What follows belongs to an exercise in optimizing a design on an open flow for small area, a short achievable clock period and few clock cycles per item; a production flow would make more cautious choices.
Function was checked by simulation only, so behaviour that the tests miss may differ from the original.

==> flow/design.v, too long to show whole: its modules and the start of the top module <==
// module cdajd_gcd: 56 lines
// module cdajd_zinv: 232 lines
// module cdajd_cent: 140 lines
// module cdajd_jdn: 369 lines
// module cdajd_qlane: 178 lines
// module cdajd_mult: 405 lines
// module civil_datetime_to_ajd_fraction: 140 lines
module civil_datetime_to_ajd_fraction (
    input  logic        clk,
    input  logic        rst_n,
    input  logic        in_valid,
    output logic        in_ready,
    input  logic        in_mode,
    input  logic [13:0] in_year,
    input  logic [3:0]  in_month,
    input  logic [4:0]  in_day,
    input  logic [4:0]  in_hour,
    input  logic [5:0]  in_minute,
    input  logic [5:0]  in_second,
    output logic        out_valid,
    input  logic        out_ready,
    output logic [22:0] out_julian_day,
    output logic [39:0] out_ajd_numerator,
    output logic [17:0] out_ajd_denominator
);
  // ...
==> flow/run.sh <==
#!/bin/bash
# synth_recipe.tcl (not shown) runs the flow's synth.tcl, then flattens the netlist and writes it again
# the make line also repeats each setting of config.mk as NAME=value (left out here)
make -C /OpenROAD-flow-scripts/flow DESIGN_CONFIG=/design/flow/config.mk WORK_HOME=/design/flow/orfs CLKGATE_MAP_FILE= SYNTH_SCRIPT=/design/flow/synth_recipe.tcl finish
==> flow/config.mk <==
export PLATFORM = sky130hd
export DESIGN_NAME = civil_datetime_to_ajd_fraction
export DESIGN_NICKNAME = civil_datetime_to_ajd_fraction
export VERILOG_FILES = /design/flow/design.v
export SDC_FILE = /design/flow/constraint.sdc
export NUM_CORES = 4
export LEC_CHECK = 0
export ABC_AREA = 1
export CAP_MARGIN = 20
export CORE_MARGIN = 2
export CORE_UTILIZATION = 55
export SLEW_MARGIN = 20
==> flow/constraint.sdc <==
create_clock -name core_clock -period 10.0 [get_ports {clk}]
set_input_delay 2.0000 -clock core_clock [delete_from_list [all_inputs] [get_ports {clk}]]
set_output_delay 2.0000 -clock core_clock [all_outputs]
set_load 0.01 [all_outputs]
==> impl_results.md, run 1 <==
* Sequential share of the synthesized area at between 20% and 30%
* Worst EP arrival at ~7.2 ns
* Critical R2R Launch: pl3[4]$_DFFE_PN_
* Die height at between 200 and 250 µm
* Post-layout util at approximately 61%
* RSZ-0062 raised after global routing: no
* Status: timing/DRC/antenna clean
* Crit path buffers/inverters at 3
* Compound-Gate Fraction of Synth Area at between 10% and 20%
* Post-synthesis mux area share at less than 1%
* Iteration-0 DRC Markers at ~1,700
* Main combinational cell family by area after synthesis: adder cells
* Reg2Reg Setup Slack at between 3 and 4 ns
* Synth warn at 7
* Vias in the first global route at 20,789
* Async SR Flop Fraction at 2.13%
* Commonest cells in the netlist: inv_1 (647), nand2_1 (426), fa_1 (320)
* Cell area after synthesis at approximately 27,000 µm²
* Met3 WL post-DR at 3370 µm
* Slowest cell on the critical path: clkinv_1
* Row Count at roughly 80
* R2r worst-path depth at 23
* Worst path depth at 23
* Cell class contributing the biggest share of worst-path delay: adder cells
* Most used routing layer: met2
Testbench counts, summed over its fixed seeds: cycles 800, items 768.
==> run 2, diff against run 1 <==
--- a/flow/design.v
+++ b/flow/design.v
@@ -347,10 +347,8 @@
     input  logic [13:0] year,
     input  logic [3:0]  month,
-    output logic [7:0]  cent
+    output logic [7:0]  cy,
+    output logic        f
 );
-    logic        e, d;
     logic [22:0] cp;
-    assign e = (month <= 4'd2);
-    assign d = e && (year[1:0] == 2'd0);
     logic ce_w1, ce_w2;
     logic ce_w3, ce_w4;
@@ -377,110 +375,60 @@
     logic ce_w45, ce_w46;
     logic ce_w47, ce_w48;
-    logic ce_w49, ce_w50;
-    logic ce_w51, ce_w52;
-    logic ce_w53, ce_w54;
-    logic ce_w55, ce_w56;
-    logic ce_w57, ce_w58;
-    logic ce_w59, ce_w60;
-    logic ce_w61, ce_w62;
-    logic ce_w63, ce_w64;
-    logic ce_w65, ce_w66;
-    logic ce_w67, ce_w68;
-    logic ce_w69, ce_w70;
-    logic ce_w71, ce_w72;
-    logic ce_w73, ce_w74;
-    logic ce_w75, ce_w76;
-    logic ce_w77, ce_w78;
-    logic ce_w79, ce_w80;
-    logic ce_w81, ce_w82;
     logic [47:0] ce_ra, ce_rb;
     logic [47:0] ce_sum;
-    assign ce_w1 = year[3] ^ year[5];
-    assign ce_w2 = year[3] & year[5];
-    assign ce_w3 = year[4] ^ year[6] ^ year[9];
-    assign ce_w4 = (year[4] & year[6]) | (year[4] & year[9]) | (year[6] & year[9]);
-    assign ce_w5 = year[5] ^ year[7] ^ year[10];
-    assign ce_w6 = (year[5] & year[7]) | (year[5] & year[10]) | (year[7] & year[10]);
-    assign ce_w7 = year[6] ^ year[8] ^ year[11];
-    assign ce_w8 = (year[6] & year[8]) | (year[6] & year[11]) | (year[8] & year[11]);
-    assign ce_w9 = year[7] ^ year[9] ^ year[12];
-    assign ce_w10 = (year[7] & year[9]) | (year[7] & year[12]) | (year[9] & year[12]);
-    assign ce_w11 = year[8] ^ year[10] ^ year[13];
-    assign ce_w12 = (year[8] & year[10]) | (year[8] & year[13]) | (year[10] & year[13]);
-    assign ce_w13 = year[9] ^ year[11];
-    assign ce_w14 = year[9] & year[11];
-    assign ce_w15 = year[10] ^ year[12];
-    assign ce_w16 = year[10] & year[12];
-    assign ce_w17 = year[11] ^ year[13];
-    assign ce_w18 = year[11] & year[13];
-    assign ce_w19 = year[3] ^ year[6];
-    assign ce_w20 = year[3] & year[6];
-    assign ce_w21 = year[2] ^ year[4] ^ year[7];
-    assign ce_w22 = (year[2] & year[4]) | (year[2] & year[7]) | (year[4] & year[7]);
-    assign ce_w23 = year[8] ^ ~year[13] ^ d;
-    assign ce_w24 = (year[8] & ~year[13]) | (year[8] & d) | (~year[13] & d);
-    assign ce_w25 = ce_w2 ^ d ^ ce_w3;
-    assign ce_w26 = (ce_w2 & d) | (ce_w2 & ce_w3) | (d & ce_w3);
-    assign ce_w27 = ce_w4 ^ d ^ ce_w5;
-    assign ce_w28 = (ce_w4 & d) | (ce_w4 & ce_w5) | (d & ce_w5);
-    assign ce_w29 = ce_w6 ^ d ^ ce_w7;
-    assign ce_w30 = (ce_w6 & d) | (ce_w6 & ce_w7) | (d & ce_w7);
-    assign ce_w31 = ce_w8 ^ d ^ ce_w9;
-    assign ce_w32 = (ce_w8 & d) | (ce_w8 & ce_w9) | (d & ce_w9);
-    assign ce_w33 = ce_w10 ^ d ^ ce_w11;
-    assign ce_w34 = (ce_w10 & d) | (ce_w10 & ce_w11) | (d & ce_w11);
-    assign ce_w35 = ce_w12 ^ d ^ ce_w13;
-    assign ce_w36 = (ce_w12 & d) | (ce_w12 & ce_w13) | (d & ce_w13);
-    assign ce_w37 = ce_w14 ^ d ^ ce_w15;
-    assign ce_w38 = (ce_w14 & d) | (ce_w14 & ce_w15) | (d & ce_w15);
-    assign ce_w39 = ce_w16 ^ d ^ ce_w17;
-    assign ce_w40 = (ce_w16 & d) | (ce_w16 & ce_w17) | (d & ce_w17);
-    assign ce_w41 = ce_w18 ^ year[12] ^ d;
-    assign ce_w42 = (ce_w18 & year[12]) | (ce_w18 & d) | (year[12] & d);
-    assign ce_w43 = year[13] ^ d;
-    assign ce_w44 = year[13] & d;
-    assign ce_w45 = ~year[2] ^ d;
-    assign ce_w46 = ~year[2] & d;
-    assign ce_w47 = year[2] ^ ~year[7];
-    assign ce_w48 = year[2] & ~year[7];
-    assign ce_w49 = year[3] ^ ~year[8] ^ d;
-    assign ce_w50 = (year[3] & ~year[8]) | (year[3] & d) | (~year[8] & d);
-    assign ce_w51 = year[4] ^ ~year[9] ^ d;
-    assign ce_w52 = (year[4] & ~year[9]) | (year[4] & d) | (~year[9] & d);
-    assign ce_w53 = year[2] ^ year[5] ^ ~year[10];
-    assign ce_w54 = (year[2] & year[5]) | (year[2] & ~year[10]) | (year[5] & ~year[10]);
-    assign ce_w55 = ~year[11] ^ d ^ ce_w19;
-    assign ce_w56 = (~year[11] & d) | (~year[11] & ce_w19) | (d & ce_w19);
-    assign ce_w57 = ce_w20 ^ ~year[12] ^ ce_w21;
-    assign ce_w58 = (ce_w20 & ~year[12]) | (ce_w20 & ce_w21) | (~year[12] & ce_w21);
-    assign ce_w59 = ce_w22 ^ ce_w1 ^ ce_w23;
-    assign ce_w60 = (ce_w22 & ce_w1) | (ce_w22 & ce_w23) | (ce_w1 & ce_w23);
-    assign ce_w61 = ce_w24 ^ ce_w25 ^ 1'b1;
-    assign ce_w62 = (ce_w24 & ce_w25) | (ce_w24 & 1'b1) | (ce_w25 & 1'b1);
-    assign ce_w63 = ce_w26 ^ ce_w27 ^ 1'b1;
-    assign ce_w64 = (ce_w26 & ce_w27) | (ce_w26 & 1'b1) | (ce_w27 & 1'b1);
-    assign ce_w65 = ce_w28 ^ ce_w29 ^ 1'b1;
-    assign ce_w66 = (ce_w28 & ce_w29) | (ce_w28 & 1'b1) | (ce_w29 & 1'b1);
-    assign ce_w67 = ce_w30 ^ ce_w31 ^ 1'b1;
-    assign ce_w68 = (ce_w30 & ce_w31) | (ce_w30 & 1'b1) | (ce_w31 & 1'b1);
-    assign ce_w69 = ce_w32 ^ ce_w33 ^ 1'b1;
-    assign ce_w70 = (ce_w32 & ce_w33) | (ce_w32 & 1'b1) | (ce_w33 & 1'b1);
-    assign ce_w71 = ce_w34 ^ ce_w35 ^ 1'b1;
-    assign ce_w72 = (ce_w34 & ce_w35) | (ce_w34 & 1'b1) | (ce_w35 & 1'b1);
-    assign ce_w73 = ce_w36 ^ ce_w37 ^ 1'b1;
-    assign ce_w74 = (ce_w36 & ce_w37) | (ce_w36 & 1'b1) | (ce_w37 & 1'b1);
-    assign ce_w75 = ce_w38 ^ ce_w39 ^ 1'b1;
-    assign ce_w76 = (ce_w38 & ce_w39) | (ce_w38 & 1'b1) | (ce_w39 & 1'b1);
-    assign ce_w77 = ce_w40 ^ ce_w41 ^ 1'b1;
-    assign ce_w78 = (ce_w40 & ce_w41) | (ce_w40 & 1'b1) | (ce_w41 & 1'b1);
-    assign ce_w79 = ce_w42 ^ ce_w43 ^ 1'b1;
-    assign ce_w80 = (ce_w42 & ce_w43) | (ce_w42 & 1'b1) | (ce_w43 & 1'b1);
-    assign ce_w81 = ce_w44 ^ d ^ 1'b1;
-    assign ce_w82 = (ce_w44 & d) | (ce_w44 & 1'b1) | (d & 1'b1);
-    assign ce_ra = {25'd0, ce_w80, ce_w78, ce_w76, ce_w74, ce_w72, ce_w70, ce_w68, ce_w66, ce_w64, ce_w62, ce_w60, ce_w58, ce_w56, ce_w54, ce_w52, ce_w50, ce_w48, d, ~year[6], ~year[5], ~year[4], ce_w46, 1'b1};
-    assign ce_rb = {25'd0, ce_w81, ce_w79, ce_w77, ce_w75, ce_w73, ce_w71, ce_w69, ce_w67, ce_w65, ce_w63, ce_w61, ce_w59, ce_w57, ce_w55, ce_w53, ce_w51, ce_w49, ce_w47, 1'b0, 1'b0, 1'b0, ~year[3], ce_w45};
+    assign ce_w1 = year[2] ^ year[4];
+    assign ce_w2 = year[2] & year[4];
+    assign ce_w3 = year[3] ^ year[5] ^ year[8];
+    assign ce_w4 = (year[3] & year[5]) | (year[3] & year[8]) | (year[5] & year[8]);
+    assign ce_w5 = year[4] ^ year[6] ^ year[9];
+    assign ce_w6 = (year[4] & year[6]) | (year[4] & year[9]) | (year[6] & year[9]);
+    assign ce_w7 = year[5] ^ year[7] ^ year[10];
+    assign ce_w8 = (year[5] & year[7]) | (year[5] & year[10]) | (year[7] & year[10]);
+    assign ce_w9 = year[6] ^ year[8] ^ year[11];
+    assign ce_w10 = (year[6] & year[8]) | (year[6] & year[11]) | (year[8] & year[11]);
+    assign ce_w11 = year[7] ^ year[9] ^ year[12];
+    assign ce_w12 = (year[7] & year[9]) | (year[7] & year[12]) | (year[9] & year[12]);
+    assign ce_w13 = year[8] ^ year[10] ^ year[13];
+    assign ce_w14 = (year[8] & year[10]) | (year[8] & year[13]) | (year[10] & year[13]);
+    assign ce_w15 = year[9] ^ year[11];
+    assign ce_w16 = year[9] & year[11];
+    assign ce_w17 = year[10] ^ year[12];
+    assign ce_w18 = year[10] & year[12];
+    assign ce_w19 = year[11] ^ year[13];
+    assign ce_w20 = year[11] & year[13];
+    assign ce_w21 = year[2] ^ year[5];
+    assign ce_w22 = year[2] & year[5];
+    assign ce_w23 = year[3] ^ year[6] ^ ~year[11];
+    assign ce_w24 = (year[3] & year[6]) | (year[3] & ~year[11]) | (year[6] & ~year[11]);
+    assign ce_w25 = year[7] ^ ~year[12] ^ ce_w1;
+    assign ce_w26 = (year[7] & ~year[12]) | (year[7] & ce_w1) | (~year[12] & ce_w1);
+    assign ce_w27 = ce_w2 ^ ~year[13] ^ ce_w3;
+    assign ce_w28 = (ce_w2 & ~year[13]) | (ce_w2 & ce_w3) | (~year[13] & ce_w3);
+    assign ce_w29 = ce_w4 ^ ce_w5 ^ 1'b1;
+    assign ce_w30 = (ce_w4 & ce_w5) | (ce_w4 & 1'b1) | (ce_w5 & 1'b1);
+    assign ce_w31 = ce_w6 ^ ce_w7 ^ 1'b1;
+    assign ce_w32 = (ce_w6 & ce_w7) | (ce_w6 & 1'b1) | (ce_w7 & 1'b1);
+    assign ce_w33 = ce_w8 ^ ce_w9 ^ 1'b1;
+    assign ce_w34 = (ce_w8 & ce_w9) | (ce_w8 & 1'b1) | (ce_w9 & 1'b1);
+    assign ce_w35 = ce_w10 ^ ce_w11 ^ 1'b1;
+    assign ce_w36 = (ce_w10 & ce_w11) | (ce_w10 & 1'b1) | (ce_w11 & 1'b1);
+    assign ce_w37 = ce_w12 ^ ce_w13 ^ 1'b1;
+    assign ce_w38 = (ce_w12 & ce_w13) | (ce_w12 & 1'b1) | (ce_w13 & 1'b1);
+    assign ce_w39 = ce_w14 ^ ce_w15 ^ 1'b1;
+    assign ce_w40 = (ce_w14 & ce_w15) | (ce_w14 & 1'b1) | (ce_w15 & 1'b1);
+    assign ce_w41 = ce_w16 ^ ce_w17 ^ 1'b1;
+    assign ce_w42 = (ce_w16 & ce_w17) | (ce_w16 & 1'b1) | (ce_w17 & 1'b1);
+    assign ce_w43 = ce_w18 ^ ce_w19 ^ 1'b1;
+    assign ce_w44 = (ce_w18 & ce_w19) | (ce_w18 & 1'b1) | (ce_w19 & 1'b1);
+    assign ce_w45 = ce_w20 ^ year[12] ^ 1'b1;
+    assign ce_w46 = (ce_w20 & year[12]) | (ce_w20 & 1'b1) | (year[12] & 1'b1);
+    assign ce_w47 = year[13] ^ 1'b1;
+    assign ce_w48 = year[13] & 1'b1;
+    assign ce_ra = {25'd0, ce_w48, ce_w46, ce_w44, ce_w42, ce_w40, ce_w38, ce_w36, ce_w34, ce_w32, ce_w30, ce_w28, ce_w26, ce_w24, ce_w22, ~year[10], year[4], year[3], year[2], ~year[6], ~year[5], ~year[4], ~year[3], ~year[2]};
+    assign ce_rb = {25'd0, 1'b1, ce_w47, ce_w45, ce_w43, ce_w41, ce_w39, ce_w37, ce_w35, ce_w33, ce_w31, ce_w29, ce_w27, ce_w25, ce_w23, ce_w21, ~year[9], ~year[8], ~year[7], 1'b0, 1'b0, 1'b0, 1'b0, 1'b1};
     assign ce_sum = cdajd_pkg::bk_add(ce_ra, ce_rb);
     assign cp = ce_sum[22:0];
-    assign cent = (e && year == 14'd0) ? 8'd0 : cp[22:15];
+    assign cy = cp[22:15];
+    assign f  = (month <= 4'd2) && (year[1:0] == 2'd0) && (cp[14:0] < 15'd1311) && (year != 14'd0);
 endmodule
 module cdajd_jdn (
@@ -488,8 +436,9 @@
     input  logic [3:0]  month,
     input  logic [4:0]  day,
-    input  logic [7:0]  cent,
+    input  logic [7:0]  cy,
+    input  logic        f,
     output logic [22:0] jd
 );
-    logic       e, d;
+    logic       e, d, g;
     logic [8:0] mt;
     logic [8:0] ev;
@@ -498,4 +447,5 @@
     assign mt = cdajd_pkg::month_term(month);
     assign ev = e ? (d ? 9'd366 : 9'd365) : 9'd0;
+    assign g  = f && (cy[1:0] == 2'd0);
     logic jd_w1, jd_w2;
     logic jd_w3, jd_w4;
@@ -614,4 +564,5 @@
     logic jd_w229, jd_w230;
     logic jd_w231, jd_w232;
+    logic jd_w233, jd_w234;
     logic [47:0] jd_ra, jd_rb;
     logic [47:0] jd_sum;
@@ -624,230 +575,232 @@
     assign jd_w7 = year[0] ^ year[2] ^ year[3];
     assign jd_w8 = (year[0] & year[2]) | (year[0] & year[3]) | (year[2] & year[3]);
-    assign jd_w9 = year[0] ^ year[2] ^ ~cent[0];
-    assign jd_w10 = (year[0] & year[2]) | (year[0] & ~cent[0]) | (year[2] & ~cent[0]);
-    assign jd_w11 = year[1] ^ year[3] ^ ~cent[1];
-    assign jd_w12 = (year[1] & year[3]) | (year[1] & ~cent[1]) | (year[3] & ~cent[1]);
-    assign jd_w13 = cent[3] ^ mt[1];
-    assign jd_w14 = cent[3] & mt[1];
-    assign jd_w15 = year[0] ^ year[2] ^ year[4];
-    assign jd_w16 = (year[0] & year[2]) | (year[0] & year[4]) | (year[2] & year[4]);
-    assign jd_w17 = ~cent[2] ^ cent[4] ^ mt[2];
-    assign jd_w18 = (~cent[2] & cent[4]) | (~cent[2] & mt[2]) | (cent[4] & mt[2]);
-    assign jd_w19 = day[2] ^ ~ev[2];
-    assign jd_w20 = day[2] & ~ev[2];
-    assign jd_w21 = year[0] ^ year[1] ^ year[3];
-    assign jd_w22 = (year[0] & year[1]) | (year[0] & year[3]) | (year[1] & year[3]);
-    assign jd_w23 = year[5] ^ ~cent[3] ^ cent[5];
-    assign jd_w24 = (year[5] & ~cent[3]) | (year[5] & cent[5]) | (~cent[3] & cent[5]);
-    assign jd_w25 = mt[3] ^ day[3] ^ ~ev[3];
-    assign jd_w26 = (mt[3] & day[3]) | (mt[3] & ~ev[3]) | (day[3] & ~ev[3]);
-    assign jd_w27 = year[1] ^ year[2] ^ year[4];
-    assign jd_w28 = (year[1] & year[2]) | (year[1] & year[4]) | (year[2] & year[4]);
-    assign jd_w29 = year[6] ^ ~cent[4] ^ cent[6];
-    assign jd_w30 = (year[6] & ~cent[4]) | (year[6] & cent[6]) | (~cent[4] & cent[6]);
-    assign jd_w31 = mt[4] ^ day[4] ^ ~ev[4];
-    assign jd_w32 = (mt[4] & day[4]) | (mt[4] & ~ev[4]) | (day[4] & ~ev[4]);
-    assign jd_w33 = year[3] ^ year[5] ^ year[7];
-    assign jd_w34 = (year[3] & year[5]) | (year[3] & year[7]) | (year[5] & year[7]);
-    assign jd_w35 = ~cent[5] ^ cent[7] ^ mt[5];
-    assign jd_w36 = (~cent[5] & cent[7]) | (~cent[5] & mt[5]) | (cent[7] & mt[5]);
-    assign jd_w37 = ~ev[5] ^ jd_w1 ^ 1'b1;
-    assign jd_w38 = (~ev[5] & jd_w1) | (~ev[5] & 1'b1) | (jd_w1 & 1'b1);
-    assign jd_w39 = jd_w2 ^ year[3] ^ year[4];
-    assign jd_w40 = (jd_w2 & year[3]) | (jd_w2 & year[4]) | (year[3] & year[4]);
-    assign jd_w41 = year[6] ^ year[8] ^ ~cent[6];
-    assign jd_w42 = (year[6] & year[8]) | (year[6] & ~cent[6]) | (year[8] & ~cent[6]);
-    assign jd_w43 = mt[6] ^ ~ev[6] ^ jd_w3;
-    assign jd_w44 = (mt[6] & ~ev[6]) | (mt[6] & jd_w3) | (~ev[6] & jd_w3);
-    assign jd_w45 = jd_w4 ^ year[5] ^ year[7];
-    assign jd_w46 = (jd_w4 & year[5]) | (jd_w4 & year[7]) | (year[5] & year[7]);
-    assign jd_w47 = year[9] ^ ~cent[7] ^ mt[7];
-    assign jd_w48 = (year[9] & ~cent[7]) | (year[9] & mt[7]) | (~cent[7] & mt[7]);
-    assign jd_w49 = ~ev[7] ^ jd_w5 ^ 1'b1;
-    assign jd_w50 = (~ev[7] & jd_w5) | (~ev[7] & 1'b1) | (jd_w5 & 1'b1);
-    assign jd_w51 = jd_w6 ^ year[5] ^ year[6];
-    assign jd_w52 = (jd_w6 & year[5]) | (jd_w6 & year[6]) | (year[5] & year[6]);
-    assign jd_w53 = year[8] ^ year[10] ^ mt[8];
-    assign jd_w54 = (year[8] & year[10]) | (year[8] & mt[8]) | (year[10] & mt[8]);
-    assign jd_w55 = ~ev[8] ^ jd_w7 ^ 1'b1;
-    assign jd_w56 = (~ev[8] & jd_w7) | (~ev[8] & 1'b1) | (jd_w7 & 1'b1);
-    assign jd_w57 = jd_w8 ^ year[1] ^ year[3];
-    assign jd_w58 = (jd_w8 & year[1]) | (jd_w8 & year[3]) | (year[1] & year[3]);
-    assign jd_w59 = year[4] ^ year[6] ^ year[7];
-    assign jd_w60 = (year[4] & year[6]) | (year[4] & year[7]) | (year[6] & year[7]);
-    assign jd_w61 = year[9] ^ year[11] ^ 1'b1;
-    assign jd_w62 = (year[9] & year[11]) | (year[9] & 1'b1) | (year[11] & 1'b1);
-    assign jd_w63 = year[2] ^ year[4] ^ year[5];
-    assign jd_w64 = (year[2] & year[4]) | (year[2] & year[5]) | (year[4] & year[5]);
-    assign jd_w65 = year[7] ^ year[8] ^ year[10];
-    assign jd_w66 = (year[7] & year[8]) | (year[7] & year[10]) | (year[8] & year[10]);
-    assign jd_w67 = year[12] ^ 1'b1;
-    assign jd_w68 = year[12] & 1'b1;
-    assign jd_w69 = year[3] ^ year[5] ^ year[6];
-    assign jd_w70 = (year[3] & year[5]) | (year[3] & year[6]) | (year[5] & year[6]);
-    assign jd_w71 = year[8] ^ year[9] ^ year[11];
-    assign jd_w72 = (year[8] & year[9]) | (year[8] & year[11]) | (year[9] & year[11]);
-    assign jd_w73 = year[13] ^ 1'b1;
-    assign jd_w74 = year[13] & 1'b1;
-    assign jd_w75 = year[4] ^ year[6] ^ year[7];
-    assign jd_w76 = (year[4] & year[6]) | (year[4] & year[7]) | (year[6] & year[7]);
-    assign jd_w77 = year[9] ^ year[10] ^ year[12];
-    assign jd_w78 = (year[9] & year[10]) | (year[9] & year[12]) | (year[10] & year[12]);
-    assign jd_w79 = year[5] ^ year[7] ^ year[8];
-    assign jd_w80 = (year[5] & year[7]) | (year[5] & year[8]) | (year[7] & year[8]);
-    assign jd_w81 = year[10] ^ year[11];
-    assign jd_w82 = year[10] & year[11];
-    assign jd_w83 = year[6] ^ year[8];
-    assign jd_w84 = year[6] & year[8];
-    assign jd_w85 = cent[2] ^ mt[0] ^ day[0];
-    assign jd_w86 = (cent[2] & mt[0]) | (cent[2] & day[0]) | (mt[0] & day[0]);
-    assign jd_w87 = jd_w10 ^ day[1] ^ ~ev[1];
-    assign jd_w88 = (jd_w10 & day[1]) | (jd_w10 & ~ev[1]) | (day[1] & ~ev[1]);
-    assign jd_w89 = jd_w11 ^ jd_w13;
-    assign jd_w90 = jd_w11 & jd_w13;
-    assign jd_w91 = jd_w12 ^ jd_w14 ^ jd_w15;
-    assign jd_w92 = (jd_w12 & jd_w14) | (jd_w12 & jd_w15) | (jd_w14 & jd_w15);
-    assign jd_w93 = jd_w17 ^ jd_w19 ^ 1'b1;
-    assign jd_w94 = (jd_w17 & jd_w19) | (jd_w17 & 1'b1) | (jd_w19 & 1'b1);
-    assign jd_w95 = jd_w16 ^ jd_w18 ^ jd_w20;
-    assign jd_w96 = (jd_w16 & jd_w18) | (jd_w16 & jd_w20) | (jd_w18 & jd_w20);
-    assign jd_w97 = jd_w21 ^ jd_w23 ^ jd_w25;
-    assign jd_w98 = (jd_w21 & jd_w23) | (jd_w21 & jd_w25) | (jd_w23 & jd_w25);
-    assign jd_w99 = jd_w22 ^ jd_w24 ^ jd_w26;
-    assign jd_w100 = (jd_w22 & jd_w24) | (jd_w22 & jd_w26) | (jd_w24 & jd_w26);
-    assign jd_w101 = jd_w27 ^ jd_w29 ^ jd_w31;
-    assign jd_w102 = (jd_w27 & jd_w29) | (jd_w27 & jd_w31) | (jd_w29 & jd_w31);
-    assign jd_w103 = jd_w28 ^ jd_w30 ^ jd_w32;
-    assign jd_w104 = (jd_w28 & jd_w30) | (jd_w28 & jd_w32) | (jd_w30 & jd_w32);
-    assign jd_w105 = jd_w33 ^ jd_w35 ^ jd_w37;
-    assign jd_w106 = (jd_w33 & jd_w35) | (jd_w33 & jd_w37) | (jd_w35 & jd_w37);
-    assign jd_w107 = jd_w34 ^ jd_w36 ^ jd_w38;
-    assign jd_w108 = (jd_w34 & jd_w36) | (jd_w34 & jd_w38) | (jd_w36 & jd_w38);
-    assign jd_w109 = jd_w39 ^ jd_w41 ^ jd_w43;
-    assign jd_w110 = (jd_w39 & jd_w41) | (jd_w39 & jd_w43) | (jd_w41 & jd_w43);
-    assign jd_w111 = jd_w40 ^ jd_w42 ^ jd_w44;
-    assign jd_w112 = (jd_w40 & jd_w42) | (jd_w40 & jd_w44) | (jd_w42 & jd_w44);
-    assign jd_w113 = jd_w45 ^ jd_w47 ^ jd_w49;
-    assign jd_w114 = (jd_w45 & jd_w47) | (jd_w45 & jd_w49) | (jd_w47 & jd_w49);
-    assign jd_w115 = jd_w46 ^ jd_w48 ^ jd_w50;
-    assign jd_w116 = (jd_w46 & jd_w48) | (jd_w46 & jd_w50) | (jd_w48 & jd_w50);
-    assign jd_w117 = jd_w51 ^ jd_w53 ^ jd_w55;
-    assign jd_w118 = (jd_w51 & jd_w53) | (jd_w51 & jd_w55) | (jd_w53 & jd_w55);
-    assign jd_w119 = jd_w52 ^ jd_w54 ^ jd_w56;
-    assign jd_w120 = (jd_w52 & jd_w54) | (jd_w52 & jd_w56) | (jd_w54 & jd_w56);
-    assign jd_w121 = jd_w57 ^ jd_w59 ^ jd_w61;
-    assign jd_w122 = (jd_w57 & jd_w59) | (jd_w57 & jd_w61) | (jd_w59 & jd_w61);
-    assign jd_w123 = jd_w58 ^ jd_w60 ^ jd_w62;
-    assign jd_w124 = (jd_w58 & jd_w60) | (jd_w58 & jd_w62) | (jd_w60 & jd_w62);
-    assign jd_w125 = jd_w63 ^ jd_w65 ^ jd_w67;
-    assign jd_w126 = (jd_w63 & jd_w65) | (jd_w63 & jd_w67) | (jd_w65 & jd_w67);
-    assign jd_w127 = jd_w64 ^ jd_w66 ^ jd_w68;
-    assign jd_w128 = (jd_w64 & jd_w66) | (jd_w64 & jd_w68) | (jd_w66 & jd_w68);
-    assign jd_w129 = jd_w69 ^ jd_w71 ^ jd_w73;
-    assign jd_w130 = (jd_w69 & jd_w71) | (jd_w69 & jd_w73) | (jd_w71 & jd_w73);
-    assign jd_w131 = jd_w70 ^ jd_w72 ^ jd_w74;
-    assign jd_w132 = (jd_w70 & jd_w72) | (jd_w70 & jd_w74) | (jd_w72 & jd_w74);
-    assign jd_w133 = jd_w75 ^ jd_w77 ^ 1'b1;
-    assign jd_w134 = (jd_w75 & jd_w77) | (jd_w75 & 1'b1) | (jd_w77 & 1'b1);
-    assign jd_w135 = jd_w76 ^ jd_w78 ^ year[13];
-    assign jd_w136 = (jd_w76 & jd_w78) | (jd_w76 & year[13]) | (jd_w78 & year[13]);
-    assign jd_w137 = jd_w79 ^ jd_w81 ^ 1'b1;
-    assign jd_w138 = (jd_w79 & jd_w81) | (jd_w79 & 1'b1) | (jd_w81 & 1'b1);
-    assign jd_w139 = jd_w80 ^ jd_w82 ^ year[9];
-    assign jd_w140 = (jd_w80 & jd_w82) | (jd_w80 & year[9]) | (jd_w82 & year[9]);
-    assign jd_w141 = year[11] ^ year[12] ^ jd_w83;
-    assign jd_w142 = (year[11] & year[12]) | (year[11] & jd_w83) | (year[12] & jd_w83);
-    assign jd_w143 = jd_w84 ^ year[7] ^ year[9];
-    assign jd_w144 = (jd_w84 & year[7]) | (jd_w84 & year[9]) | (year[7] & year[9]);
-    assign jd_w145 = year[10] ^ year[12] ^ year[13];
-    assign jd_w146 = (year[10] & year[12]) | (year[10] & year[13]) | (year[12] & year[13]);
-    assign jd_w147 = year[8] ^ year[10] ^ year[11];
-    assign jd_w148 = (year[8] & year[10]) | (year[8] & year[11]) | (year[10] & year[11]);
-    assign jd_w149 = year[9] ^ year[11];
-    assign jd_w150 = year[9] & year[11];
-    assign jd_w151 = ~ev[0] ^ jd_w9;
-    assign jd_w152 = ~ev[0] & jd_w9;
-    assign jd_w153 = jd_w86 ^ jd_w87 ^ jd_w89;
-    assign jd_w154 = (jd_w86 & jd_w87) | (jd_w86 & jd_w89) | (jd_w87 & jd_w89);
-    assign jd_w155 = jd_w88 ^ jd_w90 ^ jd_w91;
-    assign jd_w156 = (jd_w88 & jd_w90) | (jd_w88 & jd_w91) | (jd_w90 & jd_w91);
-    assign jd_w157 = jd_w92 ^ jd_w94 ^ jd_w95;
-    assign jd_w158 = (jd_w92 & jd_w94) | (jd_w92 & jd_w95) | (jd_w94 & jd_w95);
-    assign jd_w159 = jd_w96 ^ jd_w98 ^ jd_w99;
-    assign jd_w160 = (jd_w96 & jd_w98) | (jd_w96 & jd_w99) | (jd_w98 & jd_w99);
-    assign jd_w161 = jd_w100 ^ jd_w102 ^ jd_w103;
-    assign jd_w162 = (jd_w100 & jd_w102) | (jd_w100 & jd_w103) | (jd_w102 & jd_w103);
-    assign jd_w163 = jd_w104 ^ jd_w106 ^ jd_w107;
-    assign jd_w164 = (jd_w104 & jd_w106) | (jd_w104 & jd_w107) | (jd_w106 & jd_w107);
-    assign jd_w165 = jd_w108 ^ jd_w110 ^ jd_w111;
-    assign jd_w166 = (jd_w108 & jd_w110) | (jd_w108 & jd_w111) | (jd_w110 & jd_w111);
-    assign jd_w167 = jd_w112 ^ jd_w114 ^ jd_w115;
-    assign jd_w168 = (jd_w112 & jd_w114) | (jd_w112 & jd_w115) | (jd_w114 & jd_w115);
-    assign jd_w169 = jd_w116 ^ jd_w118 ^ jd_w119;
-    assign jd_w170 = (jd_w116 & jd_w118) | (jd_w116 & jd_w119) | (jd_w118 & jd_w119);
-    assign jd_w171 = jd_w120 ^ jd_w122 ^ jd_w123;
-    assign jd_w172 = (jd_w120 & jd_w122) | (jd_w120 & jd_w123) | (jd_w122 & jd_w123);
-    assign jd_w173 = jd_w124 ^ jd_w126 ^ jd_w127;
-    assign jd_w174 = (jd_w124 & jd_w126) | (jd_w124 & jd_w127) | (jd_w126 & jd_w127);
-    assign jd_w175 = jd_w128 ^ jd_w130 ^ jd_w131;
-    assign jd_w176 = (jd_w128 & jd_w130) | (jd_w128 & jd_w131) | (jd_w130 & jd_w131);
-    assign jd_w177 = jd_w132 ^ jd_w134 ^ jd_w135;
-    assign jd_w178 = (jd_w132 & jd_w134) | (jd_w132 & jd_w135) | (jd_w134 & jd_w135);
-    assign jd_w179 = jd_w136 ^ jd_w138 ^ jd_w139;
-    assign jd_w180 = (jd_w136 & jd_w138) | (jd_w136 & jd_w139) | (jd_w138 & jd_w139);
-    assign jd_w181 = jd_w140 ^ jd_w142 ^ jd_w143;
-    assign jd_w182 = (jd_w140 & jd_w142) | (jd_w140 & jd_w143) | (jd_w142 & jd_w143);
-    assign jd_w183 = jd_w144 ^ jd_w146 ^ year[13];
-    assign jd_w184 = (jd_w144 & jd_w146) | (jd_w144 & year[13]) | (jd_w146 & year[13]);
-    assign jd_w185 = jd_w148 ^ year[12] ^ jd_w149;
-    assign jd_w186 = (jd_w148 & year[12]) | (jd_w148 & jd_w149) | (year[12] & jd_w149);
-    assign jd_w187 = jd_w150 ^ year[10] ^ year[12];
-    assign jd_w188 = (jd_w150 & year[10]) | (jd_w150 & year[12]) | (year[10] & year[12]);
-    assign jd_w189 = year[11] ^ year[13];
-    assign jd_w190 = year[11] & year[13];
-    assign jd_w191 = jd_w85 ^ jd_w151;
-    assign jd_w192 = jd_w85 & jd_w151;
-    assign jd_w193 = jd_w152 ^ jd_w153 ^ 1'b1;
-    assign jd_w194 = (jd_w152 & jd_w153) | (jd_w152 & 1'b1) | (jd_w153 & 1'b1);
-    assign jd_w195 = jd_w154 ^ jd_w93 ^ jd_w155;
-    assign jd_w196 = (jd_w154 & jd_w93) | (jd_w154 & jd_w155) | (jd_w93 & jd_w155);
-    assign jd_w197 = jd_w156 ^ jd_w97 ^ jd_w157;
-    assign jd_w198 = (jd_w156 & jd_w97) | (jd_w156 & jd_w157) | (jd_w97 & jd_w157);
-    assign jd_w199 = jd_w158 ^ jd_w101 ^ jd_w159;
-    assign jd_w200 = (jd_w158 & jd_w101) | (jd_w158 & jd_w159) | (jd_w101 & jd_w159);
-    assign jd_w201 = jd_w160 ^ jd_w105 ^ jd_w161;
-    assign jd_w202 = (jd_w160 & jd_w105) | (jd_w160 & jd_w161) | (jd_w105 & jd_w161);
-    assign jd_w203 = jd_w162 ^ jd_w109 ^ jd_w163;
-    assign jd_w204 = (jd_w162 & jd_w109) | (jd_w162 & jd_w163) | (jd_w109 & jd_w163);
-    assign jd_w205 = jd_w164 ^ jd_w113 ^ jd_w165;
-    assign jd_w206 = (jd_w164 & jd_w113) | (jd_w164 & jd_w165) | (jd_w113 & jd_w165);
-    assign jd_w207 = jd_w166 ^ jd_w117 ^ jd_w167;
-    assign jd_w208 = (jd_w166 & jd_w117) | (jd_w166 & jd_w167) | (jd_w117 & jd_w167);
-    assign jd_w209 = jd_w168 ^ jd_w121 ^ jd_w169;
-    assign jd_w210 = (jd_w168 & jd_w121) | (jd_w168 & jd_w169) | (jd_w121 & jd_w169);
-    assign jd_w211 = jd_w170 ^ jd_w125 ^ jd_w171;
-    assign jd_w212 = (jd_w170 & jd_w125) | (jd_w170 & jd_w171) | (jd_w125 & jd_w171);
-    assign jd_w213 = jd_w172 ^ jd_w129 ^ jd_w173;
-    assign jd_w214 = (jd_w172 & jd_w129) | (jd_w172 & jd_w173) | (jd_w129 & jd_w173);
-    assign jd_w215 = jd_w174 ^ jd_w133 ^ jd_w175;
-    assign jd_w216 = (jd_w174 & jd_w133) | (jd_w174 & jd_w175) | (jd_w133 & jd_w175);
-    assign jd_w217 = jd_w176 ^ jd_w137 ^ jd_w177;
-    assign jd_w218 = (jd_w176 & jd_w137) | (jd_w176 & jd_w177) | (jd_w137 & jd_w177);
-    assign jd_w219 = jd_w178 ^ jd_w141 ^ jd_w179;
-    assign jd_w220 = (jd_w178 & jd_w141) | (jd_w178 & jd_w179) | (jd_w141 & jd_w179);
-    assign jd_w221 = jd_w180 ^ jd_w145 ^ jd_w181;
-    assign jd_w222 = (jd_w180 & jd_w145) | (jd_w180 & jd_w181) | (jd_w145 & jd_w181);
+    assign jd_w9 = year[0] ^ year[2] ^ ~cy[0];
+    assign jd_w10 = (year[0] & year[2]) | (year[0] & ~cy[0]) | (year[2] & ~cy[0]);
+    assign jd_w11 = cy[2] ^ f;
+    assign jd_w12 = cy[2] & f;
+    assign jd_w13 = year[1] ^ year[3] ^ ~cy[1];
+    assign jd_w14 = (year[1] & year[3]) | (year[1] & ~cy[1]) | (year[3] & ~cy[1]);
+    assign jd_w15 = cy[3] ^ mt[1] ^ day[1];
+    assign jd_w16 = (cy[3] & mt[1]) | (cy[3] & day[1]) | (mt[1] & day[1]);
+    assign jd_w17 = year[0] ^ year[2] ^ year[4];
+    assign jd_w18 = (year[0] & year[2]) | (year[0] & year[4]) | (year[2] & year[4]);
+    assign jd_w19 = ~cy[2] ^ cy[4] ^ mt[2];
+    assign jd_w20 = (~cy[2] & cy[4]) | (~cy[2] & mt[2]) | (cy[4] & mt[2]);
+    assign jd_w21 = day[2] ^ ~ev[2];
+    assign jd_w22 = day[2] & ~ev[2];
+    assign jd_w23 = year[0] ^ year[1] ^ year[3];
+    assign jd_w24 = (year[0] & year[1]) | (year[0] & year[3]) | (year[1] & year[3]);
+    assign jd_w25 = year[5] ^ ~cy[3] ^ cy[5];
+    assign jd_w26 = (year[5] & ~cy[3]) | (year[5] & cy[5]) | (~cy[3] & cy[5]);
+    assign jd_w27 = mt[3] ^ day[3] ^ ~ev[3];
+    assign jd_w28 = (mt[3] & day[3]) | (mt[3] & ~ev[3]) | (day[3] & ~ev[3]);
+    assign jd_w29 = year[1] ^ year[2] ^ year[4];
+    assign jd_w30 = (year[1] & year[2]) | (year[1] & year[4]) | (year[2] & year[4]);
+    assign jd_w31 = year[6] ^ ~cy[4] ^ cy[6];
+    assign jd_w32 = (year[6] & ~cy[4]) | (year[6] & cy[6]) | (~cy[4] & cy[6]);
+    assign jd_w33 = mt[4] ^ day[4] ^ ~ev[4];
+    assign jd_w34 = (mt[4] & day[4]) | (mt[4] & ~ev[4]) | (day[4] & ~ev[4]);
+    assign jd_w35 = year[3] ^ year[5] ^ year[7];
+    assign jd_w36 = (year[3] & year[5]) | (year[3] & year[7]) | (year[5] & year[7]);
+    assign jd_w37 = ~cy[5] ^ cy[7] ^ mt[5];
+    assign jd_w38 = (~cy[5] & cy[7]) | (~cy[5] & mt[5]) | (cy[7] & mt[5]);
+    assign jd_w39 = ~ev[5] ^ jd_w1 ^ 1'b1;
+    assign jd_w40 = (~ev[5] & jd_w1) | (~ev[5] & 1'b1) | (jd_w1 & 1'b1);
+    assign jd_w41 = jd_w2 ^ year[3] ^ year[4];
+    assign jd_w42 = (jd_w2 & year[3]) | (jd_w2 & year[4]) | (year[3] & year[4]);
+    assign jd_w43 = year[6] ^ year[8] ^ ~cy[6];
+    assign jd_w44 = (year[6] & year[8]) | (year[6] & ~cy[6]) | (year[8] & ~cy[6]);
+    assign jd_w45 = mt[6] ^ ~ev[6] ^ jd_w3;
+    assign jd_w46 = (mt[6] & ~ev[6]) | (mt[6] & jd_w3) | (~ev[6] & jd_w3);
+    assign jd_w47 = jd_w4 ^ year[5] ^ year[7];
+    assign jd_w48 = (jd_w4 & year[5]) | (jd_w4 & year[7]) | (year[5] & year[7]);
+    assign jd_w49 = year[9] ^ ~cy[7] ^ mt[7];
+    assign jd_w50 = (year[9] & ~cy[7]) | (year[9] & mt[7]) | (~cy[7] & mt[7]);
+    assign jd_w51 = ~ev[7] ^ jd_w5 ^ 1'b1;
+    assign jd_w52 = (~ev[7] & jd_w5) | (~ev[7] & 1'b1) | (jd_w5 & 1'b1);
+    assign jd_w53 = jd_w6 ^ year[5] ^ year[6];
+    assign jd_w54 = (jd_w6 & year[5]) | (jd_w6 & year[6]) | (year[5] & year[6]);
+    assign jd_w55 = year[8] ^ year[10] ^ mt[8];
+    assign jd_w56 = (year[8] & year[10]) | (year[8] & mt[8]) | (year[10] & mt[8]);
+    assign jd_w57 = ~ev[8] ^ jd_w7 ^ 1'b1;
+    assign jd_w58 = (~ev[8] & jd_w7) | (~ev[8] & 1'b1) | (jd_w7 & 1'b1);
+    assign jd_w59 = jd_w8 ^ year[1] ^ year[3];
+    assign jd_w60 = (jd_w8 & year[1]) | (jd_w8 & year[3]) | (year[1] & year[3]);
+    assign jd_w61 = year[4] ^ year[6] ^ year[7];
+    assign jd_w62 = (year[4] & year[6]) | (year[4] & year[7]) | (year[6] & year[7]);
+    assign jd_w63 = year[9] ^ year[11] ^ 1'b1;
+    assign jd_w64 = (year[9] & year[11]) | (year[9] & 1'b1) | (year[11] & 1'b1);
+    assign jd_w65 = year[2] ^ year[4] ^ year[5];
+    assign jd_w66 = (year[2] & year[4]) | (year[2] & year[5]) | (year[4] & year[5]);
+    assign jd_w67 = year[7] ^ year[8] ^ year[10];
+    assign jd_w68 = (year[7] & year[8]) | (year[7] & year[10]) | (year[8] & year[10]);
+    assign jd_w69 = year[12] ^ 1'b1;
+    assign jd_w70 = year[12] & 1'b1;
+    assign jd_w71 = year[3] ^ year[5] ^ year[6];
+    assign jd_w72 = (year[3] & year[5]) | (year[3] & year[6]) | (year[5] & year[6]);
+    assign jd_w73 = year[8] ^ year[9] ^ year[11];
+    assign jd_w74 = (year[8] & year[9]) | (year[8] & year[11]) | (year[9] & year[11]);
+    assign jd_w75 = year[13] ^ 1'b1;
+    assign jd_w76 = year[13] & 1'b1;
+    assign jd_w77 = year[4] ^ year[6] ^ year[7];
+    assign jd_w78 = (year[4] & year[6]) | (year[4] & year[7]) | (year[6] & year[7]);
+    assign jd_w79 = year[9] ^ year[10] ^ year[12];
+    assign jd_w80 = (year[9] & year[10]) | (year[9] & year[12]) | (year[10] & year[12]);
+    assign jd_w81 = year[5] ^ year[7] ^ year[8];
+    assign jd_w82 = (year[5] & year[7]) | (year[5] & year[8]) | (year[7] & year[8]);
+    assign jd_w83 = year[10] ^ year[11];
+    assign jd_w84 = year[10] & year[11];
+    assign jd_w85 = year[6] ^ year[8];
+    assign jd_w86 = year[6] & year[8];
+    assign jd_w87 = ~g ^ mt[0] ^ day[0];
+    assign jd_w88 = (~g & mt[0]) | (~g & day[0]) | (mt[0] & day[0]);
+    assign jd_w89 = jd_w10 ^ jd_w12 ^ ~ev[1];
+    assign jd_w90 = (jd_w10 & jd_w12) | (jd_w10 & ~ev[1]) | (jd_w12 & ~ev[1]);
+    assign jd_w91 = jd_w13 ^ jd_w15;
+    assign jd_w92 = jd_w13 & jd_w15;
+    assign jd_w93 = jd_w14 ^ jd_w16 ^ jd_w17;
+    assign jd_w94 = (jd_w14 & jd_w16) | (jd_w14 & jd_w17) | (jd_w16 & jd_w17);
+    assign jd_w95 = jd_w19 ^ jd_w21 ^ 1'b1;
+    assign jd_w96 = (jd_w19 & jd_w21) | (jd_w19 & 1'b1) | (jd_w21 & 1'b1);
+    assign jd_w97 = jd_w18 ^ jd_w20 ^ jd_w22;
+    assign jd_w98 = (jd_w18 & jd_w20) | (jd_w18 & jd_w22) | (jd_w20 & jd_w22);
+    assign jd_w99 = jd_w23 ^ jd_w25 ^ jd_w27;
+    assign jd_w100 = (jd_w23 & jd_w25) | (jd_w23 & jd_w27) | (jd_w25 & jd_w27);
+    assign jd_w101 = jd_w24 ^ jd_w26 ^ jd_w28;
+    assign jd_w102 = (jd_w24 & jd_w26) | (jd_w24 & jd_w28) | (jd_w26 & jd_w28);
+    assign jd_w103 = jd_w29 ^ jd_w31 ^ jd_w33;
+    assign jd_w104 = (jd_w29 & jd_w31) | (jd_w29 & jd_w33) | (jd_w31 & jd_w33);
+    assign jd_w105 = jd_w30 ^ jd_w32 ^ jd_w34;
+    assign jd_w106 = (jd_w30 & jd_w32) | (jd_w30 & jd_w34) | (jd_w32 & jd_w34);
+    assign jd_w107 = jd_w35 ^ jd_w37 ^ jd_w39;
+    assign jd_w108 = (jd_w35 & jd_w37) | (jd_w35 & jd_w39) | (jd_w37 & jd_w39);
+    assign jd_w109 = jd_w36 ^ jd_w38 ^ jd_w40;
+    assign jd_w110 = (jd_w36 & jd_w38) | (jd_w36 & jd_w40) | (jd_w38 & jd_w40);
+    assign jd_w111 = jd_w41 ^ jd_w43 ^ jd_w45;
+    assign jd_w112 = (jd_w41 & jd_w43) | (jd_w41 & jd_w45) | (jd_w43 & jd_w45);
+    assign jd_w113 = jd_w42 ^ jd_w44 ^ jd_w46;
+    assign jd_w114 = (jd_w42 & jd_w44) | (jd_w42 & jd_w46) | (jd_w44 & jd_w46);
+    assign jd_w115 = jd_w47 ^ jd_w49 ^ jd_w51;
+    assign jd_w116 = (jd_w47 & jd_w49) | (jd_w47 & jd_w51) | (jd_w49 & jd_w51);
+    assign jd_w117 = jd_w48 ^ jd_w50 ^ jd_w52;
+    assign jd_w118 = (jd_w48 & jd_w50) | (jd_w48 & jd_w52) | (jd_w50 & jd_w52);
+    assign jd_w119 = jd_w53 ^ jd_w55 ^ jd_w57;
+    assign jd_w120 = (jd_w53 & jd_w55) | (jd_w53 & jd_w57) | (jd_w55 & jd_w57);
+    assign jd_w121 = jd_w54 ^ jd_w56 ^ jd_w58;
+    assign jd_w122 = (jd_w54 & jd_w56) | (jd_w54 & jd_w58) | (jd_w56 & jd_w58);
+    assign jd_w123 = jd_w59 ^ jd_w61 ^ jd_w63;
+    assign jd_w124 = (jd_w59 & jd_w61) | (jd_w59 & jd_w63) | (jd_w61 & jd_w63);
+    assign jd_w125 = jd_w60 ^ jd_w62 ^ jd_w64;
+    assign jd_w126 = (jd_w60 & jd_w62) | (jd_w60 & jd_w64) | (jd_w62 & jd_w64);
+    assign jd_w127 = jd_w65 ^ jd_w67 ^ jd_w69;
+    assign jd_w128 = (jd_w65 & jd_w67) | (jd_w65 & jd_w69) | (jd_w67 & jd_w69);
+    assign jd_w129 = jd_w66 ^ jd_w68 ^ jd_w70;
+    assign jd_w130 = (jd_w66 & jd_w68) | (jd_w66 & jd_w70) | (jd_w68 & jd_w70);
+    assign jd_w131 = jd_w71 ^ jd_w73 ^ jd_w75;
+    assign jd_w132 = (jd_w71 & jd_w73) | (jd_w71 & jd_w75) | (jd_w73 & jd_w75);
+    assign jd_w133 = jd_w72 ^ jd_w74 ^ jd_w76;
+    assign jd_w134 = (jd_w72 & jd_w74) | (jd_w72 & jd_w76) | (jd_w74 & jd_w76);
+    assign jd_w135 = jd_w77 ^ jd_w79 ^ 1'b1;
+    assign jd_w136 = (jd_w77 & jd_w79) | (jd_w77 & 1'b1) | (jd_w79 & 1'b1);
+    assign jd_w137 = jd_w78 ^ jd_w80 ^ year[13];
+    assign jd_w138 = (jd_w78 & jd_w80) | (jd_w78 & year[13]) | (jd_w80 & year[13]);
+    assign jd_w139 = jd_w81 ^ jd_w83 ^ 1'b1;
+    assign jd_w140 = (jd_w81 & jd_w83) | (jd_w81 & 1'b1) | (jd_w83 & 1'b1);
+    assign jd_w141 = jd_w82 ^ jd_w84 ^ year[9];
+    assign jd_w142 = (jd_w82 & jd_w84) | (jd_w82 & year[9]) | (jd_w84 & year[9]);
+    assign jd_w143 = year[11] ^ year[12] ^ jd_w85;
+    assign jd_w144 = (year[11] & year[12]) | (year[11] & jd_w85) | (year[12] & jd_w85);
+    assign jd_w145 = jd_w86 ^ year[7] ^ year[9];
+    assign jd_w146 = (jd_w86 & year[7]) | (jd_w86 & year[9]) | (year[7] & year[9]);
+    assign jd_w147 = year[10] ^ year[12] ^ year[13];
+    assign jd_w148 = (year[10] & year[12]) | (year[10] & year[13]) | (year[12] & year[13]);
+    assign jd_w149 = year[8] ^ year[10] ^ year[11];
+    assign jd_w150 = (year[8] & year[10]) | (year[8] & year[11]) | (year[10] & year[11]);
+    assign jd_w151 = year[9] ^ year[11];
+    assign jd_w152 = year[9] & year[11];
+    assign jd_w153 = ~ev[0] ^ jd_w9;
+    assign jd_w154 = ~ev[0] & jd_w9;
+    assign jd_w155 = jd_w88 ^ jd_w89 ^ jd_w91;
+    assign jd_w156 = (jd_w88 & jd_w89) | (jd_w88 & jd_w91) | (jd_w89 & jd_w91);
+    assign jd_w157 = jd_w90 ^ jd_w92 ^ jd_w93;
+    assign jd_w158 = (jd_w90 & jd_w92) | (jd_w90 & jd_w93) | (jd_w92 & jd_w93);
+    assign jd_w159 = jd_w94 ^ jd_w96 ^ jd_w97;
+    assign jd_w160 = (jd_w94 & jd_w96) | (jd_w94 & jd_w97) | (jd_w96 & jd_w97);
+    assign jd_w161 = jd_w98 ^ jd_w100 ^ jd_w101;
+    assign jd_w162 = (jd_w98 & jd_w100) | (jd_w98 & jd_w101) | (jd_w100 & jd_w101);
+    assign jd_w163 = jd_w102 ^ jd_w104 ^ jd_w105;
+    assign jd_w164 = (jd_w102 & jd_w104) | (jd_w102 & jd_w105) | (jd_w104 & jd_w105);
+    assign jd_w165 = jd_w106 ^ jd_w108 ^ jd_w109;
+    assign jd_w166 = (jd_w106 & jd_w108) | (jd_w106 & jd_w109) | (jd_w108 & jd_w109);
+    assign jd_w167 = jd_w110 ^ jd_w112 ^ jd_w113;
+    assign jd_w168 = (jd_w110 & jd_w112) | (jd_w110 & jd_w113) | (jd_w112 & jd_w113);
+    assign jd_w169 = jd_w114 ^ jd_w116 ^ jd_w117;
+    assign jd_w170 = (jd_w114 & jd_w116) | (jd_w114 & jd_w117) | (jd_w116 & jd_w117);
+    assign jd_w171 = jd_w118 ^ jd_w120 ^ jd_w121;
+    assign jd_w172 = (jd_w118 & jd_w120) | (jd_w118 & jd_w121) | (jd_w120 & jd_w121);
+    assign jd_w173 = jd_w122 ^ jd_w124 ^ jd_w125;
+    assign jd_w174 = (jd_w122 & jd_w124) | (jd_w122 & jd_w125) | (jd_w124 & jd_w125);
+    assign jd_w175 = jd_w126 ^ jd_w128 ^ jd_w129;
+    assign jd_w176 = (jd_w126 & jd_w128) | (jd_w126 & jd_w129) | (jd_w128 & jd_w129);
+    assign jd_w177 = jd_w130 ^ jd_w132 ^ jd_w133;
+    assign jd_w178 = (jd_w130 & jd_w132) | (jd_w130 & jd_w133) | (jd_w132 & jd_w133);
+    assign jd_w179 = jd_w134 ^ jd_w136 ^ jd_w137;
+    assign jd_w180 = (jd_w134 & jd_w136) | (jd_w134 & jd_w137) | (jd_w136 & jd_w137);
+    assign jd_w181 = jd_w138 ^ jd_w140 ^ jd_w141;
+    assign jd_w182 = (jd_w138 & jd_w140) | (jd_w138 & jd_w141) | (jd_w140 & jd_w141);
+    assign jd_w183 = jd_w142 ^ jd_w144 ^ jd_w145;
+    assign jd_w184 = (jd_w142 & jd_w144) | (jd_w142 & jd_w145) | (jd_w144 & jd_w145);
+    assign jd_w185 = jd_w146 ^ jd_w148 ^ year[13];
+    assign jd_w186 = (jd_w146 & jd_w148) | (jd_w146 & year[13]) | (jd_w148 & year[13]);
+    assign jd_w187 = jd_w150 ^ year[12] ^ jd_w151;
+    assign jd_w188 = (jd_w150 & year[12]) | (jd_w150 & jd_w151) | (year[12] & jd_w151);
+    assign jd_w189 = jd_w152 ^ year[10] ^ year[12];
+    assign jd_w190 = (jd_w152 & year[10]) | (jd_w152 & year[12]) | (year[10] & year[12]);
+    assign jd_w191 = year[11] ^ year[13];
+    assign jd_w192 = year[11] & year[13];
+    assign jd_w193 = jd_w11 ^ jd_w87;
+    assign jd_w194 = jd_w11 & jd_w87;
+    assign jd_w195 = jd_w154 ^ jd_w155 ^ 1'b1;
+    assign jd_w196 = (jd_w154 & jd_w155) | (jd_w154 & 1'b1) | (jd_w155 & 1'b1);
+    assign jd_w197 = jd_w156 ^ jd_w95 ^ jd_w157;
+    assign jd_w198 = (jd_w156 & jd_w95) | (jd_w156 & jd_w157) | (jd_w95 & jd_w157);
+    assign jd_w199 = jd_w158 ^ jd_w99 ^ jd_w159;
+    assign jd_w200 = (jd_w158 & jd_w99) | (jd_w158 & jd_w159) | (jd_w99 & jd_w159);
+    assign jd_w201 = jd_w160 ^ jd_w103 ^ jd_w161;
+    assign jd_w202 = (jd_w160 & jd_w103) | (jd_w160 & jd_w161) | (jd_w103 & jd_w161);
+    assign jd_w203 = jd_w162 ^ jd_w107 ^ jd_w163;
+    assign jd_w204 = (jd_w162 & jd_w107) | (jd_w162 & jd_w163) | (jd_w107 & jd_w163);
+    assign jd_w205 = jd_w164 ^ jd_w111 ^ jd_w165;
+    assign jd_w206 = (jd_w164 & jd_w111) | (jd_w164 & jd_w165) | (jd_w111 & jd_w165);
+    assign jd_w207 = jd_w166 ^ jd_w115 ^ jd_w167;
+    assign jd_w208 = (jd_w166 & jd_w115) | (jd_w166 & jd_w167) | (jd_w115 & jd_w167);
+    assign jd_w209 = jd_w168 ^ jd_w119 ^ jd_w169;
+    assign jd_w210 = (jd_w168 & jd_w119) | (jd_w168 & jd_w169) | (jd_w119 & jd_w169);
+    assign jd_w211 = jd_w170 ^ jd_w123 ^ jd_w171;
+    assign jd_w212 = (jd_w170 & jd_w123) | (jd_w170 & jd_w171) | (jd_w123 & jd_w171);
+    assign jd_w213 = jd_w172 ^ jd_w127 ^ jd_w173;
+    assign jd_w214 = (jd_w172 & jd_w127) | (jd_w172 & jd_w173) | (jd_w127 & jd_w173);
+    assign jd_w215 = jd_w174 ^ jd_w131 ^ jd_w175;
+    assign jd_w216 = (jd_w174 & jd_w131) | (jd_w174 & jd_w175) | (jd_w131 & jd_w175);
+    assign jd_w217 = jd_w176 ^ jd_w135 ^ jd_w177;
+    assign jd_w218 = (jd_w176 & jd_w135) | (jd_w176 & jd_w177) | (jd_w135 & jd_w177);
+    assign jd_w219 = jd_w178 ^ jd_w139 ^ jd_w179;
+    assign jd_w220 = (jd_w178 & jd_w139) | (jd_w178 & jd_w179) | (jd_w139 & jd_w179);
+    assign jd_w221 = jd_w180 ^ jd_w143 ^ jd_w181;
+    assign jd_w222 = (jd_w180 & jd_w143) | (jd_w180 & jd_w181) | (jd_w143 & jd_w181);
     assign jd_w223 = jd_w182 ^ jd_w147 ^ jd_w183;
     assign jd_w224 = (jd_w182 & jd_w147) | (jd_w182 & jd_w183) | (jd_w147 & jd_w183);
-    assign jd_w225 = jd_w184 ^ jd_w185 ^ 1'b1;
-    assign jd_w226 = (jd_w184 & jd_w185) | (jd_w184 & 1'b1) | (jd_w185 & 1'b1);
-    assign jd_w227 = jd_w186 ^ year[13] ^ jd_w187;
-    assign jd_w228 = (jd_w186 & year[13]) | (jd_w186 & jd_w187) | (year[13] & jd_w187);
-    assign jd_w229 = jd_w188 ^ jd_w189 ^ 1'b1;
-    assign jd_w230 = (jd_w188 & jd_w189) | (jd_w188 & 1'b1) | (jd_w189 & 1'b1);
-    assign jd_w231 = jd_w190 ^ year[12] ^ 1'b1;
-    assign jd_w232 = (jd_w190 & year[12]) | (jd_w190 & 1'b1) | (year[12] & 1'b1);
-    assign jd_ra = {25'd0, 1'b0, jd_w232, jd_w230, jd_w228, jd_w226, jd_w224, jd_w222, jd_w220, jd_w218, jd_w216, jd_w214, jd_w212, jd_w210, jd_w208, jd_w206, jd_w204, jd_w202, jd_w200, jd_w198, jd_w196, jd_w194, jd_w192, 1'b1};
-    assign jd_rb = {25'd0, 1'b0, year[13], jd_w231, jd_w229, jd_w227, jd_w225, jd_w223, jd_w221, jd_w219, jd_w217, jd_w215, jd_w213, jd_w211, jd_w209, jd_w207, jd_w205, jd_w203, jd_w201, jd_w199, jd_w197, jd_w195, jd_w193, jd_w191};
+    assign jd_w225 = jd_w184 ^ jd_w149 ^ jd_w185;
+    assign jd_w226 = (jd_w184 & jd_w149) | (jd_w184 & jd_w185) | (jd_w149 & jd_w185);
+    assign jd_w227 = jd_w186 ^ jd_w187 ^ 1'b1;
+    assign jd_w228 = (jd_w186 & jd_w187) | (jd_w186 & 1'b1) | (jd_w187 & 1'b1);
+    assign jd_w229 = jd_w188 ^ year[13] ^ jd_w189;
+    assign jd_w230 = (jd_w188 & year[13]) | (jd_w188 & jd_w189) | (year[13] & jd_w189);
+    assign jd_w231 = jd_w190 ^ jd_w191 ^ 1'b1;
+    assign jd_w232 = (jd_w190 & jd_w191) | (jd_w190 & 1'b1) | (jd_w191 & 1'b1);
+    assign jd_w233 = jd_w192 ^ year[12] ^ 1'b1;
+    assign jd_w234 = (jd_w192 & year[12]) | (jd_w192 & 1'b1) | (year[12] & 1'b1);
+    assign jd_ra = {25'd0, 1'b0, jd_w234, jd_w232, jd_w230, jd_w228, jd_w226, jd_w224, jd_w222, jd_w220, jd_w218, jd_w216, jd_w214, jd_w212, jd_w210, jd_w208, jd_w206, jd_w204, jd_w202, jd_w200, jd_w198, jd_w196, jd_w194, jd_w153};
+    assign jd_rb = {25'd0, 1'b0, year[13], jd_w233, jd_w231, jd_w229, jd_w227, jd_w225, jd_w223, jd_w221, jd_w219, jd_w217, jd_w215, jd_w213, jd_w211, jd_w209, jd_w207, jd_w205, jd_w203, jd_w201, jd_w199, jd_w197, jd_w195, jd_w193};
     assign jd_sum = cdajd_pkg::bk_add(jd_ra, jd_rb);
     assign jd = jd_sum[22:0];
@@ -855,13 +808,10 @@
 module cdajd_qlane (
     input  logic [17:0] zi,
-    input  logic [1:0]  b,
-    input  logic [1:0]  c,
+    input  logic [8:0]  pl,     
     output logic [17:0] q
 );
-    logic [8:0]  pl;
     logic        n0, n1, n2;
     logic [1:0]  s2, s3, s4;
     logic [17:0] r0, r1, r2, r3, r4;
-    assign pl = cdajd_pkg::row_plan({b, c});
     assign n0 = pl[8];
     assign n1 = pl[7];
@@ -1484,20 +1434,17 @@
     logic [4:0]  hh;
     logic [5:0]  mi, ss;
-    logic [2:0]  aa;
-    logic [1:0]  ba, ca;
-    logic [7:0]  centa;
+    logic [7:0]  cya;
+    logic        fa;
     assign hh = in_mode ? in_hour   : 5'd0;
     assign mi = in_mode ? in_minute : 6'd0;
     assign ss = in_mode ? in_second : 6'd0;
-    cdajd_gcd  u_gcd  (.hh(hh), .mi(mi), .ss(ss), .a(aa), .b(ba), .c(ca));
-    cdajd_cent u_cent (.year(in_year), .month(in_month), .cent(centa));
+    cdajd_cent u_cent (.year(in_year), .month(in_month), .cy(cya), .f(fa));
     logic [13:0] year1;
     logic [3:0]  month1;
     logic [4:0]  day1;
-    logic [7:0]  cent1;
+    logic [7:0]  cy1;
+    logic        f1;
     logic [4:0]  hh1;
     logic [5:0]  mi1, ss1;
-    logic [2:0]  a1;
-    logic [1:0]  b1, c1;
     always_ff @(posedge clk)
     begin
@@ -1507,16 +1454,17 @@
             month1 <= in_month;
             day1   <= in_day;
-            cent1  <= centa;
+            cy1    <= cya;
+            f1     <= fa;
             hh1    <= hh;
             mi1    <= mi;
             ss1    <= ss;
-            a1     <= aa;
-            b1     <= ba;
-            c1     <= ca;
         end
     end
     logic [22:0] jdb;
     logic [17:0] zib;     
-    cdajd_jdn  u_jd (.year(year1), .month(month1), .day(day1), .cent(cent1), .jd(jdb));
+    logic [2:0]  a1;
+    logic [1:0]  b1, c1;
+    cdajd_gcd  u_gcd (.hh(hh1), .mi(mi1), .ss(ss1), .a(a1), .b(b1), .c(c1));
+    cdajd_jdn  u_jd (.year(year1), .month(month1), .day(day1), .cy(cy1), .f(f1), .jd(jdb));
     cdajd_zinv u_zi (.hh(hh1), .mi(mi1), .ss(ss1), .zi(zib));
     logic [22:0] jd2;
@@ -1524,4 +1472,5 @@
     logic [2:0]  a2;
     logic [1:0]  b2, c2;
+    logic [8:0]  pl2;
     always_ff @(posedge clk)
     begin
@@ -1533,8 +1482,9 @@
             b2  <= b1;
             c2  <= c1;
+            pl2 <= cdajd_pkg::row_plan({b1, c1});
         end
     end
     logic [17:0] qpc;     
-    cdajd_qlane u_q (.zi(zi2), .b(b2), .c(c2), .q(qpc));
+    cdajd_qlane u_q (.zi(zi2), .pl(pl2), .q(qpc));
     logic [22:0] jd3;
     logic [17:0] qp3;
@@ -1551,5 +1501,5 @@
             b3  <= b2;
             c3  <= c2;
-            pl3 <= cdajd_pkg::row_plan({b2, c2});
+            pl3 <= pl2;
         end
     end
==> impl_results.md, run 2 <==
* Status: timing/DRC/antenna clean (unchanged)
* Slowest stage delay, CP at 0.83 ns (was 0.91 ns)
* Iteration-0 DRC Markers at 1,558 (was 1,745)
* Largest area contributor in the netlist: edfxtp_1 (unchanged)
* Worst path depth at 27 (was 23)
* Vias in the first global route at 20,159 (was 20,789)
* CTS Root Cell: clkbuf_16 (unchanged)
* Most frequent cells in the layout: inv_1 (649), nand2_1 (420), fa_1 (312) (was inv_1 (645), nand2_1 (424), fa_1 (320))
* CTS sink cnt at 238 (was 235)
* DP HPWL at 52,500 µm (was 53,300 µm)
* Row Count at 80 (was 81)
* Cell area after synthesis at 26,800 µm² (was 27,000 µm²)
* Main combinational cell family by area after synthesis: adder cells (unchanged)
* Cell variety after synth at 56 (was 58)
* Tcrit/Tclk final at 72.0% (was 68.3%)
* Cell class contributing the biggest share of worst-path delay: adder cells (unchanged)
* Via Count at 20,029 (was 20,239)
* Commonest non-fill, non-tap cell in the layout: inv_1 (unchanged)
* Crit path buffers/inverters at 6 (was 3)
* Die height at 225 µm (about the same)
* Fill cells at 4,107 (was 4,274)
* Place WS at 3.03 ns (was 3.20 ns)
* Syn nets at 3,549 (was 3,558)
* Slowest cell on the critical path: nor2_1 (was clkinv_1)
* Async SR Flop Fraction at 2.10% (was 2.13%)
* R2r worst-path depth at 27 (was 23)
* Reg2Reg Setup Slack at 2.80 ns (was 3.17 ns)
* Most frequent CP cell: inv_1 (was fa_1)
* WHS at 0.418 ns (about the same)
* DRT Pass-1 Iters at 6 (unchanged)
* Worst Setup EP: rnum[26]$_DFFE_PN_ (was rnum[29]$_DFFE_PN_)
* Initial antenna violation count at 1 (unchanged)
* Critical R2R Launch: pl3[6]$_DFFE_PN_ (was pl3[4]$_DFFE_PN_)
* Antenna Nets Post-Route at 0 (unchanged)
* Compound-Gate Fraction of Synth Area at 11.7% (was 11.3%)
* Synth warn at 7 (unchanged)
* RSZ-0062 raised after global routing: no (unchanged)
* Share of cells above drive strength 1 at 2.82% (was 3.06%)
* Commonest cells in the netlist: inv_1 (650), nand2_1 (422), fa_1 (312) (was inv_1 (647), nand2_1 (426), fa_1 (320))
* Final Setup Violations at 0 (unchanged)
* Post-synthesis mux area share at 0.746% (was 0.816%)
* Worst EP arrival at 7.50 ns (was 7.21 ns)
* Sequential share of the synthesized area at 26.5% (was 26.1%)
* Final wirelength at 65,500 µm (was 65,100 µm)
* Final TNS setup at 0 ns (unchanged)
* Hold buffer count at cts at 0 (unchanged)
* Post-CTS Resized at 0 (unchanged)
* Max Cap Violations at 0 (unchanged)
* Worst setup EP type: register (unchanged)
run 2: cell types whose count changed after synthesis, sizes merged, moves of 8 or more:
cell	change
xnor2	+24
clkbuf	+19
fa	-8
nor2	-32
o21ai	+17
a21oi	+13
xor2	-19
nand2	-11
run 2: logic make-up (layout without fill, tap and decap cells):
logic type | Yosys count | after routing
XOR/XNOR | 158 | 158
flip-flops | 238 | 238
AND/OR/NAND/NOR | 648 | 648
other | 1 | 1
buffers and inverters | 776 | 850
AO/OA/AOI/OAI | 539 | 539
multiplexers | 20 | 20
adder cells (fa/ha/maj) | 562 | 562
run 2: cell type report:
cell class	instances	share of cell area [%]
multi-input combinational	1928	57.0
sequential	238	24.2
inverter	664	8.50
timing repair buffer	138	4.60
tap	615	2.62
clock buffer	32	2.51
clock inverter	16	0.511
run 2: worst min-delay path by stage:
stage | start | end | slack (ns) | cells past startpoint
after floorplan | a2[0]$_SDFFCE_PP0N_ | a3[0]$_DFFE_PN_ | 0.40 | 0
after global placement | jd2[8]$_DFFE_PN_ | jd3[8]$_DFFE_PN_ | 0.40 | 0
after detailed placement | jd2[1]$_DFFE_PN_ | jd3[1]$_DFFE_PN_ | 0.41 | 0
after CTS | jd2[17]$_DFFE_PN_ | jd3[17]$_DFFE_PN_ | 0.42 | 0
after global routing | jd2[1]$_DFFE_PN_ | jd3[1]$_DFFE_PN_ | 0.43 | 0
final | a2[0]$_SDFFCE_PP0N_ | a3[0]$_DFFE_PN_ | 0.42 | 0
run 2: per-layer routing:
metal	share of wire [%]	track usage, %	vias to the layer above
met4	3.0	8.74	0
met3	4.9	2.54	124
li1	-	-	9592
met2	50	45.6	625
met5	0	0	-
met1	42	34.7	9688
run 2: per-stage QoR:
stage	instances	utilization (%)
after global placement	3583	59.5
final	3631	61.3
after global routing	3631	61.3
after CTS	3631	61.3
after floorplan	2942	-
after detailed placement	3583	59.5
Testbench counts of run 2, summed over its fixed seeds: cycles 800, items 768.

-- separate check: timing with driven ports --
The flow's constraints put no driver on any port. The routed layouts listed below were extracted and timed again, unchanged, in two steps.
Step 1 assumes that a clkbuf_16 drives the clock port and a buf_2 every other input.
Step 2, shift: input delay + t, output delay - t, t = (earliest + latest rising clock arrival at the registers) / 2. This alone moves slack from input paths to output paths.
Slacks: ideal / step 1 / step 2; pairs: ideal / step 1.
run | t (ns) | setup slack, ns
run 1 | 0.616 | 3.171 / 3.171 / 3.126
run 2 | 0.611 | 2.803 / 2.803 / 2.803
After both steps every run listed still meets setup and hold.
